From an optimization exercise on the open Yosys and OpenROAD flow, aimed at a short achievable clock period and few clock cycles per item; shortcuts taken in it are not production practice. Where RTL was checked, it was by simulation tests only, not by an equivalence proof against the original. For runs 1 and 3, only the layout was checked, not whether the RTL still works. No activity file was given, so power comes from the tool's default toggle rates.

===== flow/run.sh =====
#!/bin/bash
# Own layout flow: the standard ORFS flow (standard.sh) with changes only to how the
# layout is made; the clock period, IO delays and loads stay as in constraint.sdc:
#  - synthesis leaves adders to ABC instead of mapping them onto full/half adder cells
#    (ADDER_MAP_FILE empty), so the ALU's carry logic can be timing-optimised;
#  - slow high-stack cells (maj3, or3/or4, nor4) are added to the platform's don't-use
#    list, for synthesis and the resizer alike;
set -euo pipefail
cd "$(dirname "$0")/.."
PL=$(make -s -C "$FLOW_HOME" DESIGN_CONFIG="$PWD/config.mk" print-DONT_USE_CELLS | sed -n 's/^DONT_USE_CELLS: //p')
SLOW=""
for c in maj3 or3 or3b or4 or4b or4bb nor4 nor4b nor4bb; do
  for s in 1 2 4; do SLOW="$SLOW sky130_fd_sc_hd__${c}_$s"; done
done
echo "DONT_USE_CELLS=$PL$SLOW" > dont_use.log
bash standard.sh ADDER_MAP_FILE= SETUP_SLACK_MARGIN=5.5 "DONT_USE_CELLS=$PL$SLOW" finish > make.log 2>&1

===== standard.sh =====
#!/bin/bash
# synth_recipe.tcl (not shown) runs the flow's synth.tcl, then flattens the netlist and writes it again
# the make line also repeats each setting of config.mk as NAME=value (left out here)
make -C /OpenROAD-flow-scripts/flow DESIGN_CONFIG=/design/flow/config.mk WORK_HOME=/design/flow/orfs CLKGATE_MAP_FILE= SYNTH_SCRIPT=/design/flow/synth_recipe.tcl "${@:-finish}"

===== config.mk =====
export PLATFORM = sky130hd
export DESIGN_NAME = be_top
export DESIGN_NICKNAME = be_top
export VERILOG_FILES = /design/flow/design.v
export SDC_FILE = /design/flow/constraint.sdc
export NUM_CORES = 4
export LEC_CHECK = 0
export ABC_CLOCK_PERIOD_IN_PS = 2000
export CAP_MARGIN = 20
export CORE_MARGIN = 2
export CORE_UTILIZATION = 40
export SETUP_SLACK_MARGIN = 5
export SLEW_MARGIN = 20

===== constraint.sdc =====
create_clock -name core_clock -period 8.0 [get_ports {clk_i}]
set_input_delay 1.6000 -clock core_clock [delete_from_list [all_inputs] [get_ports {clk_i}]]
set_output_delay 1.6000 -clock core_clock [all_outputs]
set_load 0.01 [all_outputs]

===== design.v =====
`default_nettype none
package be_isa_pkg;
  localparam int ARCH_IDX_W = $clog2(8);
  typedef enum logic [2:0]
  {
    OP_ADD  = 3'd0,
    OP_SUB  = 3'd1,
    OP_AND  = 3'd2,
    OP_OR   = 3'd3,
    OP_XOR  = 3'd4,
    OP_ADDI = 3'd5,
    OP_BEQ  = 3'd6,
    OP_BNE  = 3'd7
  } be_op_e;
  typedef struct packed {
    logic [2:0]               op;
    logic [ARCH_IDX_W-1:0]    rd;
    logic [ARCH_IDX_W-1:0]    rs1;
    logic [ARCH_IDX_W-1:0]    rs2;
    logic [15:0]              imm;
    logic [32-1:0] pc;
    logic                     writes_rd;
  } decoded_instr_t;
endpackage
`default_nettype wire
`timescale 1ns/1ps
`default_nettype none
module be_top
(
  input  wire logic                  clk_i,
  input  wire logic                  rst_n_i,
  input  wire logic [2:0]            decoded_op_i,
  input  wire logic [2:0]            decoded_rd_i,
  input  wire logic [2:0]            decoded_rs1_i,
  input  wire logic [2:0]            decoded_rs2_i,
  input  wire logic [15:0]           decoded_imm_i,
  input  wire logic [31:0]           decoded_pc_i,
  input  wire logic                  decoded_writes_rd_i,
  input  wire logic                  decoded_v_i,
  output logic                       rename_decode_ready_o,
  output logic                       be_fe_mispredict_o,
  output logic [31:0]                be_fe_redirected_pc_o,
  output logic                       commit_v_o,
  output logic [2:0]                 commit_rd_o,
  output logic                       commit_writes_o,
  output logic [31:0]                commit_data_o,
  output logic [31:0]                commit_pc_o
);
  logic [31:0] arf_q [8];
  logic        e_v_q;
  logic [2:0]  e_rd_q;
  logic        e_wr_q;
  logic [31:0] e_pc_q;
  logic [15:0] e_imm_q;
  logic [31:0] e_a_q;
  logic [31:0] e_b_q;       
  logic        e_arith_q;   
  logic        e_sub_q;
  logic        e_and_q;
  logic        e_or_q;
  logic        e_xor_q;
  logic        e_beq_q;
  logic        e_bne_q;
  logic        c_v_q;
  logic        c_mp_q;      
  logic        c_rdy_q;     
  logic [2:0]  c_rd_q;
  logic        c_wr_q;
  logic [31:0] c_data_q;
  logic [31:0] c_pc_q;
  logic [31:0] c_target_q;
  logic        fire;
  logic        e_go;
  logic        fwd1;
  logic        fwd2;
  logic        is_addi;
  logic        is_sub;
  logic [31:0] rd1;
  logic [31:0] rd2;
  logic [31:0] imm_in;
  logic [31:0] imm_ext;
  logic [31:0] carry;
  logic [31:0] pg;
  logic [31:0] lres;
  logic [31:0] res0;        
  logic [31:0] res1;        
  logic [31:0] res;
  logic [31:0] a0;
  logic [31:0] a1;
  logic [31:0] b0;
  logic [31:0] b1;
  logic [31:0] bo;
  logic [7:0]  we;
  logic        taken;
  assign rename_decode_ready_o = c_rdy_q;
  assign fire = decoded_v_i && c_rdy_q;
  assign is_addi = (decoded_op_i == be_isa_pkg::OP_ADDI);
  assign is_sub  = (decoded_op_i == be_isa_pkg::OP_SUB);
  assign imm_in  = {{16{decoded_imm_i[15]}}, decoded_imm_i};
  assign fwd1    = e_v_q && e_wr_q && (e_rd_q == decoded_rs1_i);
  assign fwd2    = e_v_q && e_wr_q && (e_rd_q == decoded_rs2_i) && !is_addi;
  assign rd1     = arf_q[decoded_rs1_i];
  assign rd2     = arf_q[decoded_rs2_i];
  function automatic logic [31:0] ks_carry(input logic [31:0] x, input logic [31:0] y,
                                           input logic cin);
    logic [31:0] g;
    logic [31:0] p;
    logic [31:0] gn;
    logic [31:0] pn;
    g  = x & y;
    p  = x | y;
    g[0] = g[0] | (p[0] & cin);
    for (int d = 1; d < 32; d = d * 2)
    begin
      gn = g;
      pn = p;
      for (int i = d; i < 32; i++)
      begin
        gn[i] = g[i] | (p[i] & g[i-d]);
        pn[i] = p[i] & p[i-d];
      end
      g = gn;
      p = pn;
    end
    ks_carry = {g[30:0], cin};
  endfunction
  assign carry = ks_carry(e_a_q, e_b_q, e_sub_q);
  assign pg    = e_a_q ^ e_b_q;
  assign lres  = ({32{e_and_q}} & (e_a_q & e_b_q))
               | ({32{e_or_q}}  & (e_a_q | e_b_q))
               | ({32{e_xor_q}} & pg);
  assign res0  = e_arith_q ? pg  : lres;
  assign res1  = e_arith_q ? ~pg : lres;
  assign res   = (carry & res1) | (~carry & res0);
  assign bo    = is_addi ? imm_in : rd2;
  assign a0    = fwd1 ? res0 : rd1;
  assign a1    = fwd1 ? res1 : rd1;
  assign b0    = (fwd2 ? res0 : bo) ^ {32{is_sub}};
  assign b1    = (fwd2 ? res1 : bo) ^ {32{is_sub}};
  assign taken = (e_beq_q && (e_a_q == e_b_q)) || (e_bne_q && (e_a_q != e_b_q));
  assign e_go = e_v_q && c_rdy_q;
  always_comb
    for (int i = 0; i < 8; i++)
      we[i] = e_go && e_wr_q && (e_rd_q == 3'(i));
  always_ff @(posedge clk_i or negedge rst_n_i)
  begin
    if (!rst_n_i)
    begin
      e_v_q  <= 1'b0;
      c_v_q  <= 1'b0;
      c_mp_q <= 1'b0;
      c_rdy_q <= 1'b1;
      for (int i = 0; i < 8; i++)
        arf_q[i] <= '0;
    end
    else
    begin
      e_v_q  <= fire;
      c_v_q  <= e_go;
      c_mp_q <= e_go && taken;
      c_rdy_q <= !(e_go && taken);
      for (int i = 0; i < 8; i++)
        if (we[i])
          arf_q[i] <= res;
    end
  end
  always_ff @(posedge clk_i)
  begin
    e_rd_q    <= decoded_rd_i;
    e_wr_q    <= decoded_writes_rd_i;
    e_pc_q    <= decoded_pc_i;
    e_imm_q   <= decoded_imm_i;
    e_a_q     <= (carry & a1) | (~carry & a0);
    e_b_q     <= (carry & b1) | (~carry & b0);
    e_arith_q <= (decoded_op_i == be_isa_pkg::OP_ADD) || (decoded_op_i == be_isa_pkg::OP_SUB)
              || (decoded_op_i == be_isa_pkg::OP_ADDI) || (decoded_op_i == be_isa_pkg::OP_BEQ)
              || (decoded_op_i == be_isa_pkg::OP_BNE);
    e_sub_q   <= is_sub;
    e_and_q   <= (decoded_op_i == be_isa_pkg::OP_AND);
    e_or_q    <= (decoded_op_i == be_isa_pkg::OP_OR);
    e_xor_q   <= (decoded_op_i == be_isa_pkg::OP_XOR);
    e_beq_q   <= (decoded_op_i == be_isa_pkg::OP_BEQ);
    e_bne_q   <= (decoded_op_i == be_isa_pkg::OP_BNE);
    c_rd_q     <= e_rd_q;
    c_wr_q     <= e_wr_q;
    c_data_q   <= res;
    c_pc_q     <= e_pc_q;
    c_target_q <= e_pc_q + imm_ext;
  end
  assign imm_ext = {{16{e_imm_q[15]}}, e_imm_q};
  assign be_fe_mispredict_o    = c_mp_q;
  assign be_fe_redirected_pc_o = c_target_q;
  assign commit_v_o            = c_v_q;
  assign commit_rd_o           = c_rd_q;
  assign commit_writes_o       = c_wr_q;
  assign commit_data_o         = c_data_q;
  assign commit_pc_o           = c_pc_q;
endmodule
`default_nettype wire

==> metrics.csv, run 1 <==
stage,metric,value,unit
grt,grt_busiest_layer,met2,
logic_synthesis,synth_compound_area_share,20.83,%
clocking,h-tree-depth,2,
pwr,p_per_area,373.8,mW/mm^2
floorplanning,ios,167,
detailed_routing,route.vias.total,23040,
worst_setup_path,end_kind,flip-flop,
worst_setup_path,start_kind,flip-flop,
cells_and_area,final_net_count,3025,
grt,grt_usage,30.05,%
logic_synthesis,synthCells,2676,
timing,tightest_slew,931.9,ps
cells_and_area,area_growth,41.74,%
place,place_worst_setup_slack,3470,ps
detailed_routing,wire_per_inst,25.35,um
timing,timing.fmax,0.3428,GHz
logic_synthesis,synth_nets,2740,
grt,use_met2,45.88,%
job,cap_violations,0,
floorplanning,start_util,40.25,%
clocking,cts_tree,built,
clocking,holdBufCountCts,0,
clocking,cts_made_buffers,52,
logic_synthesis,synthSimpleGateAreaFrac,13.80,%
cells_and_area,fill_cells,4928,
timing,tns,0,ps
logic_synthesis,synthDistinctLibCells,75,
logic_synthesis,yosysWarningCount,2,
timing,slew_viol_final,0,
floorplanning,rows,89,
detailed_routing,ant_nets,0,
logic_synthesis,syn_avg_cell_area,8.844,um^2
logic_synthesis,seq_area_frac_synth,46.36,%
detailed_routing,drt_iter0_drc,2883,
clocking,cts.path.max_buffers,3,
detailed_routing,drt-pass1-iter-count,6,
grt,antenna_found_initial,1,
floorplanning,die_h,247.2,um
floorplanning,die_x,247.2,um
grt,grt_max_degree,191,
timing,fin_hold_ws,363.7,ps
grt,grt_pass1_vias,21790,
logic_synthesis,netlist_area,0.02367,mm^2
detailed_routing,viasPerCell,6.095,
place,dp_hpwl,52220,um
timing,rsz0062_at_grt,true,
grt,use_met1,38.64,%
worst_setup_path,crit_type,flip-flop to flip-flop,
grt,use_met3,8.606,%
logic_synthesis,synth_seq_cells,483,
logic_synthesis,synthMuxAreaShare,8.691,%
clocking,clk_pin_slew_worst_paths,70,ps
run_status,status,timing/DRC/antenna clean,
logic_synthesis,synthAdderAreaFrac,0,%
cells_and_area,drive_gt1_share,35.57,%
pwr,ir_drop,228.9,uV
clocking,clock_latency,610,ps
pwr,power.leakage,14.38,nW
worst_setup_path,arrival,3410,ps
place,port_buffers,166,
timing,skew,20.07,ps
logic_synthesis,async_flop_share,53.83,%
floorplanning,die-area,0.06113,mm^2
grt,grt_pass1_wl,138000,um
worst_setup_path,required,8500,ps
worst_setup_path,crit_path_max_fanout,5,
place,dpl_cell_area,0.02590,mm^2
floorplanning,core-area,0.05880,mm^2
timing,setup_ws,5083,ps
timing,hold_viol,0,
clocking,root_buffer,clkbuf_16,
logic_synthesis,synth-edff-count,0,
logic_synthesis,synth-xor-area-share,5.366,%
grt,overflow,0,
timing,min_period,2917,ps
cells_and_area,final_cell_area,0.03355,mm^2
detailed_routing,drc,0,
timing,fin_crit_sh,36.46,%
timing,finalSetupViolations,0,
logic_synthesis,synth_top_family_by_area,compound AO/OA/AOI/OAI gates,
detailed_routing,wl,95810,um
place,gp_congestion,0.9036,
logic_synthesis,synthFlopType,dfrtp_1,
clocking,cts_sinks,483,
timing,slew_headroom,37.87,%
hold_path,hp-class,flip-flop to flip-flop,
path summary, 6_finish.rpt:
| check | end | start | cells after the start | slack, ps |
|---|---|---|---|---|
| max | arf_q[4][24] | e_a_q[0] | 16 | 5080 |
| min | c_wr_q | e_wr_q | 0 | 360 |
| max reg2reg | arf_q[4][24] | e_a_q[0] | 16 | 5080 |
| min reg2reg | c_wr_q | e_wr_q | 0 | 360 |
| max in group asynchronous | arf_q[6][27] | rst_n_i | 3 | 5810 |
| min in group asynchronous | c_mp_q | rst_n_i | 1 | 940 |
placed cells by master (no fill, tap or decap), types with 12 or more instances in the layout:
master / count
a211oi_1: 13
a21oi_1: 164
a21oi_2: 25
a221oi_2: 20
a22o_1: 12
a31oi_1: 28
buf_12: 46
buf_16: 26
buf_2: 43
buf_4: 141
buf_6: 122
bufbuf_16: 15
clkbuf_16: 65
clkbuf_8: 13
clkdlybuf4s50_1: 52
clkinv_2: 12
dfrtp_1: 259
dfxtp_1: 110
dfxtp_2: 83
dfxtp_4: 30
inv_1: 47
mux2_2: 23
mux2_4: 19
mux2i_1: 55
mux4_2: 41
nand2_1: 443
nand2_2: 28
nand3_1: 26
nand4_1: 15
nor2_1: 125
nor2_4: 14
nor3_1: 21
o211ai_1: 24
o21ai_0: 145
o21ai_1: 87
o21ai_2: 95
o221ai_1: 15
o22ai_1: 40
xnor2_1: 75
xor2_1: 54
worst max-delay path, cell delays in order, from the launching register on:
cell and delay (ps):
dfxtp_4 380, o21ai_4 140, nand3_2 100, buf_6 130, buf_6 100, a221oi_4 320, o21ai_2 110, a21oi_4 220
buf_6 140, o31ai_4 70, a21oi_2 220, buf_4 150, xnor2_2 110, a21oi_2 70, buf_6 150, buf_12 130
mux2_2 260
through the flow:
stage                     cells  total power, mW  util [%]
after global routing       3778            13.06     57.05
final                      3780            12.54     57.06
after global placement     3413            7.555     44.04
after CTS                  3705            11.39     53.62
after detailed placement   3414            7.655     44.06
after floorplan            2676            6.325         -
cell usage after synthesis (all sizes together), types with 3 or more instances:
master	number	area share (%)
nor2	148	2.3
o211ai	24	0.76
buf	51	1.0
inv	59	0.94
nor2b	7	0.19
a21oi	200	4.3
o31a	3	0.11
o21a	10	0.32
or2	11	0.29
dfxtp	223	19
xnor2	83	3.1
nand2b	13	0.34
dfrtp	259	27
and2	11	0.29
o22ai	45	1.2
mux4	41	3.9
nor3	31	0.68
clkbuf	188	3.0
a221o	9	0.38
a22oi	21	0.69
nand3	36	0.78
o21bai	6	0.19
nand2	476	7.5
o31ai	11	0.37
a31oi	30	0.82
a21o	6	0.19
a221oi	32	1.2
a41oi	4	0.15
nor3b	10	0.32
mux2	42	2.0
a22o	12	0.44
o2111ai	3	0.11
nand3b	4	0.13
a211oi	21	0.69
o21ai	336	7.1
xor2	62	2.3
o41ai	3	0.11
o221ai	22	0.84
mux2i	66	2.8
a21boi	4	0.13
nand4	15	0.40
and3	14	0.37
power by group:
part / internal, mW / total [mW] / switching [mW]
logic: 2.72 / 5.68 / 2.97
clock network: 1.55 / 2.61 / 1.05
registers: 3.31 / 4.25 / 0.944
sequential cells by signal (all words and copies together) (netlist names), 3 cells and up:
| register | cells |
|---|---|
| c_rd_q | 3 |
| e_pc_q | 32 |
| e_imm_q | 16 |
| c_data_q | 32 |
| e_rd_q | 3 |
| c_target_q | 32 |
| e_b_q | 32 |
| c_pc_q | 32 |
| e_a_q | 32 |
| arf_q | 256 |
area by class of cell:
| type | count | area [um^2] | area share [%] |
|---|---|---|---|
| Antenna cell | 2 | 5.005 | 0.01492 |
| Clock buffer | 75 | 1560 | 4.651 |
| Sequential cell | 483 | 11190 | 33.35 |
| Multi-Input combinational cell | 1895 | 13520 | 40.31 |
| Timing Repair Buffer | 467 | 5722 | 17.06 |
| Timing Repair inverter | 1 | 8.758 | 0.02611 |
| Inverter | 61 | 282.8 | 0.8429 |
| Tap cell | 773 | 967.2 | 2.883 |
| Clock inverter | 23 | 290.3 | 0.8653 |
repair_timing:
item,4_1_cts,5_1_grt
setup buffers,159,60
cloned,34,12
pin swaps,107,136
setup endpoints to repair,430,539
gates resized for setup,974,355
logic make-up (layout without fill, tap and decap cells):
family                 after synthesis  in the layout
other                                0              2
AO/OA/AOI/OAI                      820            820
XOR/XNOR                           145            145
multiplexers                       149            149
buffers and inverters              300            627
flip-flops                         483            483
AND/OR/NAND/NOR                    779            781
metal layers:
layer  routed length [um]  up-vias  part of all wire [%]
met5                    0        -                     0
met4                 5827        0                   6.1
met3                11230      423                    12
met2                41870     1443                    44
met1                36880    11150                    38
li1                     -    10030                     -
==> run 2: changes to the inputs <==
--- a/design.v
+++ b/design.v
@@ -151,3 +151,3 @@
       c_mp_q <= 1'b0;
-      c_rdy_q <= 1'b1;
+      c_rdy_q <= 1'b0;
       for (int i = 0; i < 8; i++)
==> run 2 against run 1 <==
  * Non-clock buffer count down 25
  * Utilization down 0.79 points
  * Via count about the same
  * Sequential power rose by 2%
  * Sequential cell count is the same
  * Critical path depth down 3
  * Critical path type unchanged
==> metrics.csv, run 2 <==
stage,metric,value,unit,change
clocking,holdBufCountCts,0,,unchanged
worst_setup_path,r2r.worst_path.cells,13,,was 16
place,dp_hpwl,53740,um,was 52220 um
detailed_routing,drc,0,,unchanged
cells_and_area,final_cell_mix,"453 x nand2_1, 260 x dfrtp_1, 149 x a21oi_1",,"was 443 x nand2_1, 259 x dfrtp_1, 164 x a21oi_1"
timing,timing.fmax,0.3538,GHz,was 0.3428 GHz
worst_setup_path,critPathLaunch,e_a_q[5],,was e_a_q[0]
logic_synthesis,async_flop_share,53.83,%,unchanged
timing,slew_viol_final,0,,unchanged
floorplanning,core-area,0.05880,mm^2,unchanged
logic_synthesis,synth_top_area_share,27.49,%,was 27.38%
job,cap_violations,0,,unchanged
logic_synthesis,synth-edff-count,0,,unchanged
worst_setup_path,required,8480,ps,was 8500 ps
logic_synthesis,yosysWarningCount,2,,unchanged
cells_and_area,top_register,arf_q,,unchanged
worst_setup_path,worst-path-buf-inv,2,,was 6
hold_path,min_delay_path_depth,0,,unchanged
floorplanning,start_util,40.25,%,about the same
worst_setup_path,start_kind,flip-flop,,unchanged
logic_synthesis,synthFlopType,dfrtp_1,,unchanged
grt,grt_usage,29.32,%,was 30.05%
detailed_routing,viasPerCell,6.146,,was 6.095
timing,tightest_slew,995.8,ps,was 931.9 ps
clocking,cts.path.max_buffers,3,,unchanged
floorplanning,ios,167,,unchanged
cells_and_area,drive_gt1_share,35.36,%,was 35.57%
timing,min_period,2826,ps,was 2917 ps
cells_and_area,final_cell_area,0.03308,mm^2,was 0.03355 mm^2
cells_and_area,area_growth,39.79,%,was 41.74%
run_status,status,timing/DRC/antenna clean,,unchanged
place,dpl_cell_area,0.02589,mm^2,was 0.02590 mm^2
hold_path,hold_start,e_pc_q[31],,was e_wr_q
logic_synthesis,synthDistinctLibCells,74,,was 75
worst_setup_path,crit_path_max_fanout,7,,was 5
grt,overflow,0,,unchanged
timing,hold_viol,0,,unchanged
logic_synthesis,synth_area_leaders,"dfrtp_1 27%, dfxtp_1 19%, nand2_1 7.5%",,unchanged
timing,fin_crit_sh,35.33,%,was 36.46%
floorplanning,die-area,0.06113,mm^2,about the same
worst_setup_path,path_delay_family,compound AO/OA/AOI/OAI gates,,unchanged
logic_synthesis,netlist_area,0.02367,mm^2,about the same
detailed_routing,wire_per_inst,25.36,um,was 25.35 um
worst_setup_path,end_kind,flip-flop,,unchanged
detailed_routing,drt-pass1-iter-count,7,,was 6
timing,slew_headroom,33.61,%,was 37.87%
timing,rsz0062_at_grt,true,,unchanged
timing,tns,0,ps,unchanged
grt,antenna_found_initial,3,,was 1
clocking,h-tree-depth,2,,unchanged
logic_synthesis,synth_most_common_cell,nand2_1,,unchanged
hold_path,hp-class,flip-flop to flip-flop,,unchanged
worst_setup_path,slowest_stage,dfxtp_4,,unchanged
place,gp_congestion,0.9507,,was 0.9036
detailed_routing,ant_nets,0,,unchanged
pwr,ir_drop,218.9,uV,was 228.9 uV
clocking,clk_pin_slew_worst_paths,60,ps,was 70 ps
logic_synthesis,synth_nets,2740,,unchanged
timing,finalSetupViolations,0,,unchanged
detailed_routing,wl,95130,um,was 95810 um
grt,grt_max_degree,112,,was 191
pwr,power.leakage,14.07,nW,was 14.38 nW
floorplanning,rows,89,,unchanged
logic_synthesis,synthTopCellsByCount,"476 x nand2_1, 317 x o21ai_0, 260 x dfrtp_1",,"was 476 x nand2_1, 317 x o21ai_0, 259 x dfrtp_1"
detailed_routing,drt_iter0_drc,3017,,was 2883
detailed_routing,route.vias.total,23050,,was 23040
clocking,root_buffer,clkbuf_16,,unchanged
logic_synthesis,synthCells,2676,,unchanged
clocking,cts_made_buffers,52,,unchanged
cells_and_area,layout_commonest_cell,nand2_1,,unchanged
pwr,power,12.50,mW,was 12.54 mW
logic_synthesis,seq_area_frac_synth,46.35,%,was 46.36%
logic_synthesis,syn_avg_cell_area,8.844,um^2,about the same
worst_setup_path,cpPeakStageDelay,440,ps,was 380 ps
floorplanning,die_h,247.2,um,about the same
logic_synthesis,synth_seq_cells,483,,unchanged
grt,grt_pass1_vias,21490,,was 21790
clocking,cts_sinks,483,,unchanged
cells_and_area,largest_register_ff_count,256,,unchanged
worst_setup_path,r2r-start,e_a_q[5],,was e_a_q[0]
worst_setup_path,crit_cells,13,,was 16
worst_setup_path,timing.critical_path.mode_cell,a21oi_4,,was buf_6
timing,skew,48.12,ps,was 20.07 ps
cells_and_area,diodes,0,,was 2
worst_setup_path,crit_type,flip-flop to flip-flop,,unchanged
pwr,p_per_area,377.9,mW/mm^2,was 373.8 mW/mm^2
place,port_buffers,166,,unchanged
clocking,clock_latency,640,ps,was 610 ps
worst_setup_path,crit_chain,"buf_6, o31ai_4, nand2_1, a21oi_2, nor3_2, a21oi_4, buf_6, o31ai_4, a21oi_4, a21oi_4, o311a_4, a22oi_2, xor2_1",,"was o21ai_4, nand3_2, buf_6, buf_6, a221oi_4, o21ai_2, a21oi_4, buf_6, o31ai_4, a21oi_2, buf_4, xnor2_2, a21oi_2, buf_6, buf_12, mux2_2"
worst_setup_path,arrival,3310,ps,was 3410 ps
clocking,cts_tree,built,,unchanged
cells_and_area,final_net_count,3000,,was 3025
grt,grt_pass1_wl,135100,um,was 138000 um
floorplanning,die_x,247.2,um,about the same
logic_synthesis,synth_top_cell_by_area,dfrtp_1,,unchanged
==> run 2: changes by cell type after synthesis, sizes merged <==
| cell | change |
|---|---|
| dfrtp | +1 |
| dfstp | -1 |
==> run 2: cell type report <==
| type | instances | area (um^2) |
|---|---|---|
| fill | 4944 | 25710 |
| multi-input combinational | 1895 | 13670 |
| sequential | 483 | 11180 |
| timing repair buffer | 442 | 5206 |
| clock buffer | 76 | 1534 |
| tap | 773 | 967.2 |
| inverter | 61 | 281.5 |
| clock inverter | 20 | 230.2 |
| timing repair inverter | 1 | 8.758 |
==> run 2: through the flow <==
stage               std cells  setup slack (ps)  hold WS, ps  utilization [%]
CTS                      3683              5175        372.3            53.01
detailed placement       3413              3497        359.0            44.03
global placement         3413              3535        362.4            44.01
global route             3751              5095        379.2            56.27
floorplan                2676              4988        329.0                -
finish                   3751              5174        363.9            56.27
==> run 2: kinds of logic after synthesis <==
group,count (synthesis),share of synthesized area (%)
and+or+nand+nor,779,13.80
DFF,483,46.35
xor gates and xnor gates,145,5.366
muxes,149,8.692
AOI/OAI and AO/OA,820,20.83
buffers and inverters,300,4.959
==> run 2: report_power, final <==
group	internal [mW]	switching (mW)	leakage (nW)	total, mW
logic	2.72	2.94	7.94	5.66
registers	3.30	1.03	5.26	4.34
clock network	1.46	1.05	0.863	2.51
==> run 2: per-layer routing <==
metal | up-vias | share of wire [%] | track usage [%]
met1 | 11160 | 38 | 38.25
met3 | 391 | 13 | 8.845
li1 | 9974 | - | -
met5 | - | 0.012 | 0
met4 | 2 | 5.5 | 13.30
met2 | 1523 | 44 | 44.69
==> run 2: worst register-to-register path, stage by stage, from the launching register on <==
cell and delay, ps:
dfxtp_4 440, buf_6 140, o31ai_4 50, nand2_1 110
a21oi_2 70, nor3_2 270, a21oi_4 110, buf_6 140
o31ai_4 360, a21oi_4 150, a21oi_4 290, o311a_4 370
a22oi_2 80, xor2_1 150
==> run 2: path summary, 6_finish.rpt <==
kind,endpoint,slack [ps]
setup reg to reg,e_b_q[25],5170
hold / removal,c_pc_q[31],360
setup / recovery,e_b_q[25],5170
max in group asynchronous,arf_q[5][11],5720
min in group asynchronous,c_mp_q,1000
hold reg to reg,c_pc_q[31],360
==> run 2: timing repair <==
item                       in CTS  in global routing
pin swaps                     120                120
buffers inserted              146                 61
cloned                         28                  7
setup endpoints to repair     599                518
gates resized for setup       994                347
Testbench counts of run 2, summed over its fixed seeds: cycles 4,300, items 3,536.
==> run 3: changes to the inputs <==
--- a/design.v
+++ b/design.v
@@ -24,2 +24,14 @@
 endpackage
+`default_nettype wire
+`timescale 1ns/1ps
+`default_nettype none
+module be_csel
+(
+  input  wire logic [31:0] c,
+  input  wire logic [31:0] d1,
+  input  wire logic [31:0] d0,
+  output logic [31:0]      o
+);
+  assign o = (c & d1) | (~c & d0);
+endmodule
 `default_nettype wire
@@ -133,3 +145,7 @@
   assign res1  = e_arith_q ? ~pg : lres;
-  assign res   = (carry & res1) | (~carry & res0);
+  logic [31:0] a_d;
+  logic [31:0] b_d;
+  be_csel u_res (.c(carry), .d1(res1), .d0(res0), .o(res));
+  be_csel u_a   (.c(carry), .d1(a1),   .d0(a0),   .o(a_d));
+  be_csel u_b   (.c(carry), .d1(b1),   .d0(b0),   .o(b_d));
   assign bo    = is_addi ? imm_in : rd2;
@@ -172,4 +188,4 @@
     e_imm_q   <= decoded_imm_i;
-    e_a_q     <= (carry & a1) | (~carry & a0);
-    e_b_q     <= (carry & b1) | (~carry & b0);
+    e_a_q     <= a_d;
+    e_b_q     <= b_d;
     e_arith_q <= (decoded_op_i == be_isa_pkg::OP_ADD) || (decoded_op_i == be_isa_pkg::OP_SUB)
--- a/config.mk
+++ b/config.mk
@@ -13 +13,2 @@
 export SLEW_MARGIN = 20
+export SYNTH_HIERARCHICAL = 1
==> run 3 against run 2 <==
  * Still clean
  * Via count increased by 0.82%
  * Clock power increased by 9.6%
  * Combinational power increased by 9.5%
  * First-iteration DRC count decreased by 30%
  * Clock skew increased by 9.5 ps
  * Largest power group unchanged
==> metrics.csv, run 3 <==
stage,metric,value,unit,change
run_status,status,timing/DRC/antenna clean,,unchanged
worst_setup_path,start_kind,flip-flop,,unchanged
worst_setup_path,end_kind,flip-flop,,unchanged
clocking,h-tree-depth,2,,unchanged
grt,use_met2,42.44,%,was 44.69%
pwr,seq_power_share,32.2,%,was 34.7%
job,cap_violations,0,,unchanged
grt,use_met1,36.60,%,was 38.25%
floorplanning,ios,167,,unchanged
cells_and_area,top_register,arf_q,,unchanged
grt,grt_max_degree,154,,was 112
logic_synthesis,seq_area_frac_synth,41.74,%,was 46.35%
worst_setup_path,crit_path_max_fanout,5,,was 7
worst_setup_path,worst-path-buf-inv,2,,unchanged
pwr,p_sw_share,38.20,%,was 40.12%
worst_setup_path,arrival,3660,ps,was 3310 ps
timing,slew_viol_final,0,,unchanged
worst_setup_path,endpoint,arf_q[4][16],,was e_b_q[25]
cells_and_area,layout_commonest_cell,dfrtp_1,,was nand2_1
detailed_routing,wire_per_inst,25.01,um,was 25.36 um
timing,hold_viol,0,,unchanged
logic_synthesis,async_flop_share,53.83,%,unchanged
worst_setup_path,crit_type,flip-flop to flip-flop,,unchanged
floorplanning,start_util,40.63,%,was 40.25%
logic_synthesis,synth_seq_cells,483,,unchanged
detailed_routing,ant_nets,0,,unchanged
detailed_routing,drt-pass1-iter-count,6,,was 7
clocking,clk_pin_slew_worst_paths,70,ps,was 60 ps
cells_and_area,diodes,0,,unchanged
logic_synthesis,synth_most_common_cell,dfrtp_1,,was nand2_1
logic_synthesis,synth_top_area_share,24.75,%,was 27.49%
logic_synthesis,synth_area_leaders,"dfrtp_1 25%, dfxtp_1 17%, mux2_2 11%",,"was dfrtp_1 27%, dfxtp_1 19%, nand2_1 7.5%"
detailed_routing,drt_iter0_drc,2126,,was 3017
clocking,cts_tree,built,,unchanged
grt,grt_usage,27.48,%,was 29.32%
pwr,power,13.19,mW,was 12.50 mW
logic_synthesis,synthCells,2623,,was 2676
floorplanning,die-area,0.06778,mm^2,was 0.06113 mm^2
detailed_routing,route.vias.total,23240,,was 23050
timing,timing.fmax,0.3155,GHz,was 0.3538 GHz
logic_synthesis,synth_top_cell_by_area,dfrtp_1,,unchanged
grt,grt_pass1_vias,23070,,was 21490
worst_setup_path,slowest_stage,dfxtp_4,,unchanged
detailed_routing,drc,0,,unchanged
logic_synthesis,synthDistinctLibCells,76,,was 74
pwr,power_frac_comb,47.0,%,was 45.3%
timing,slew_headroom,34.09,%,was 33.61%
cells_and_area,drive_gt1_share,45.44,%,was 35.36%
grt,grt_pass1_wl,142600,um,was 135100 um
floorplanning,core-area,0.06470,mm^2,was 0.05880 mm^2
worst_setup_path,crit_chain,"nor2_4, o32ai_2, o211a_4, and3_4, buf_6, o21ai_4, a31oi_4, nand2_2, a31oi_4, buf_6, a21oi_4, nor2_4, mux2_4, mux2_2",,"was buf_6, o31ai_4, nand2_1, a21oi_2, nor3_2, a21oi_4, buf_6, o31ai_4, a21oi_4, a21oi_4, o311a_4, a22oi_2, xor2_1"
cells_and_area,final_cell_mix,"259 x dfrtp_1, 208 x mux2_4, 200 x nand2_1, 200 x nor2_1, 163 x mux2_2",,"was 453 x nand2_1, 260 x dfrtp_1, 149 x a21oi_1"
pwr,ir_drop,201.9,uV,was 218.9 uV
clocking,cts.path.max_buffers,3,,unchanged
cells_and_area,final_net_count,3011,,was 3000
pwr,pwr-share-clk,20.8,%,was 20.0%
timing,tns,0,ps,unchanged
pwr,p_int,8.155,mW,was 7.485 mW
grt,grt_busiest_layer,met2,,unchanged
worst_setup_path,path_delay_family,compound AO/OA/AOI/OAI gates,,unchanged
place,port_buffers,166,,unchanged
pwr,power.leakage,15.48,nW,was 14.07 nW
worst_setup_path,critPathLaunch,e_a_q[1],,was e_a_q[5]
grt,overflow,0,,unchanged
floorplanning,rows,93,,was 89
worst_setup_path,r2r-start,e_a_q[1],,was e_a_q[5]
logic_synthesis,synth-edff-count,0,,unchanged
timing,finalSetupViolations,0,,unchanged
logic_synthesis,yosysWarningCount,8,,was 2
clocking,clock_latency,660,ps,was 640 ps
floorplanning,die_h,260.3,um,was 247.2 um
logic_synthesis,synth_nets,2687,,was 2740
timing,skew,57.64,ps,was 48.12 ps
clocking,cts_made_buffers,54,,was 52
cells_and_area,area_growth,39.68,%,was 39.79%
cells_and_area,largest_register_ff_count,256,,unchanged
place,gp_congestion,0.8199,,was 0.9507
worst_setup_path,required,8490,ps,was 8480 ps
logic_synthesis,synthFlopType,dfrtp_1,,unchanged
logic_synthesis,netlist_area,0.02628,mm^2,was 0.02367 mm^2
clocking,root_buffer,clkbuf_16,,unchanged
timing,fin_crit_sh,39.62,%,was 35.33%
worst_setup_path,r2r.worst_path.cells,14,,was 13
worst_setup_path,r2r_setup_slack,4830,ps,was 5170 ps
detailed_routing,wl,96220,um,was 95130 um
floorplanning,die_x,260.3,um,was 247.2 um
worst_setup_path,cpPeakStageDelay,380,ps,was 440 ps
detailed_routing,viasPerCell,6.040,,was 6.146
logic_synthesis,synthTopCellsByCount,"260 x dfrtp_1, 255 x mux2_2, 240 x nor2_1",,"was 476 x nand2_1, 317 x o21ai_0, 260 x dfrtp_1"
worst_setup_path,r2r_end,arf_q[4][16],,was e_b_q[25]
timing,min_period,3169,ps,was 2826 ps
pwr,netSwitchingPower,5.040,mW,was 5.015 mW
logic_synthesis,syn_avg_cell_area,10.02,um^2,was 8.844 um^2
grt,antenna_found_initial,2,,was 3
clocking,cts_sinks,483,,unchanged
worst_setup_path,crit_cells,14,,was 13
hold_path,hp-class,flip-flop to flip-flop,,unchanged
place,dp_hpwl,49660,um,was 53740 um
pwr,p_per_area,359.4,mW/mm^2,was 377.9 mW/mm^2
grt,use_met3,6.585,%,was 8.845%
timing,tightest_slew,980.2,ps,was 995.8 ps
timing,rsz0062_at_grt,true,,unchanged
run 3: worst min path at each step:
stage	from	endpoint	slack (ps)	cells after the start
after floorplan	e_wr_q	c_wr_q	320	0
after global placement	e_wr_q	c_wr_q	330	0
after detailed placement	e_wr_q	c_wr_q	340	0
after CTS	e_wr_q	c_wr_q	350	0
after global routing	e_wr_q	c_wr_q	360	0
final	e_wr_q	c_wr_q	350	0
run 3: kinds of logic after synthesis:
logic type                share of synthesized area [%]
DFF                                               41.74
muxes                                             23.32
xor gates and xnor gates                          5.065
AOI/OAI and AO/OA                                 15.91
buffers and inverters                             3.680
and+or+nand+nor                                   10.29
run 3: per-module statistics from Yosys, one instance, submodules excluded:
module	copies in the design	cells inside	flops+latches	cell area [um^2]
be_top	1	2527	483	24840
be_csel	3	32	0	480.5
run 3: metal layers:
| layer | wire, um | vias to the layer above |
|---|---|---|
| met2 | 42700 | 1208 |
| met1 | 39670 | 11590 |
| li1 | - | 10180 |
| met5 | 0 | - |
| met4 | 4526 | 0 |
| met3 | 9322 | 265 |
run 3: timing repair:
action                                  4_1_cts  5_1_grt
cloned                                       55        5
pin swaps                                   140      101
endpoints found under the setup margin      434      568
buffers inserted                            183       39
hold buffers                                  0        0
resized for setup                          1058      214
run 3: cell type report:
| class | instances | area [um^2] |
|---|---|---|
| Clock buffer | 75 | 1560 |
| Clock inverter | 27 | 415.4 |
| Timing Repair Buffer | 449 | 5186 |
| Multi-Input combinational cell | 1924 | 17130 |
| Tap cell | 855 | 1070 |
| Fill cell | 5219 | 27980 |
| Inverter | 35 | 206.4 |
| Sequential cell | 483 | 11150 |
run 3: stage by stage:
stage | hold slack (ps) | worst slack, ps | std cells | utilization, % | instance area (um^2)
2_1_floorplan | 323.0 | 4571 | 2623 | - | 27150
3_3_place_gp | 329.8 | 2918 | 3464 | 44.83 | 29010
3_5_place_dp | 335.3 | 2730 | 3464 | 44.84 | 29010
4_1_cts | 349.5 | 4833 | 3804 | 54.80 | 35450
5_1_grt | 357.0 | 4735 | 3848 | 56.75 | 36710
6_report | 350.7 | 4831 | 3848 | 56.75 | 36710
run 3: power by group through the flow:
stage / combinational [mW] / sequential, mW / clock [mW]
after CTS: 5.67 / 4.17 / 2.78
final: 6.20 / 4.24 / 2.75
after global placement: 4.47 / 4.11 / 0
after global routing: 6.54 / 4.37 / 2.88
after floorplan: 3.72 / 3.78 / 0
after detailed placement: 4.58 / 4.16 / 0

-- afterwards: timing with drivers on the ports --
The flow's constraints put no driver on any port. The routed layouts listed below were extracted and timed again, unchanged, in two steps.
Step 1 sets driving cells, clkbuf_16 on the clock port and buf_2 on the other inputs (assumed; they add their load-dependent delay and slew).
Step 2, shift: input delay + t, output delay - t, t = (earliest + latest rising clock arrival at the registers) / 2. This alone moves slack from input paths to output paths.
Three values: ideal ports, drivers, drivers and shift; two values: the first two.
run	shift t [ns]	setup slack, ns	hold WS [ns]	worst data-port slew with drivers (ns)	pins driven straight from the clock port
run 1	0.667	5.083 / 5.078 / 4.412	0.364 / 0.364 / 0.364	0.22	1
run 2	0.676	5.174 / 5.101 / 4.424	0.364 / 0.364 / 0.364	0.25	1
run 3	0.692	4.831 / 4.814 / 4.122	0.351 / 0.351 / 0.351	0.24	1
After both steps every run listed still meets setup and hold. The setup slack of run 2, which loses most, moves by -0.073 ns with the drivers and by -0.750 ns with both steps.
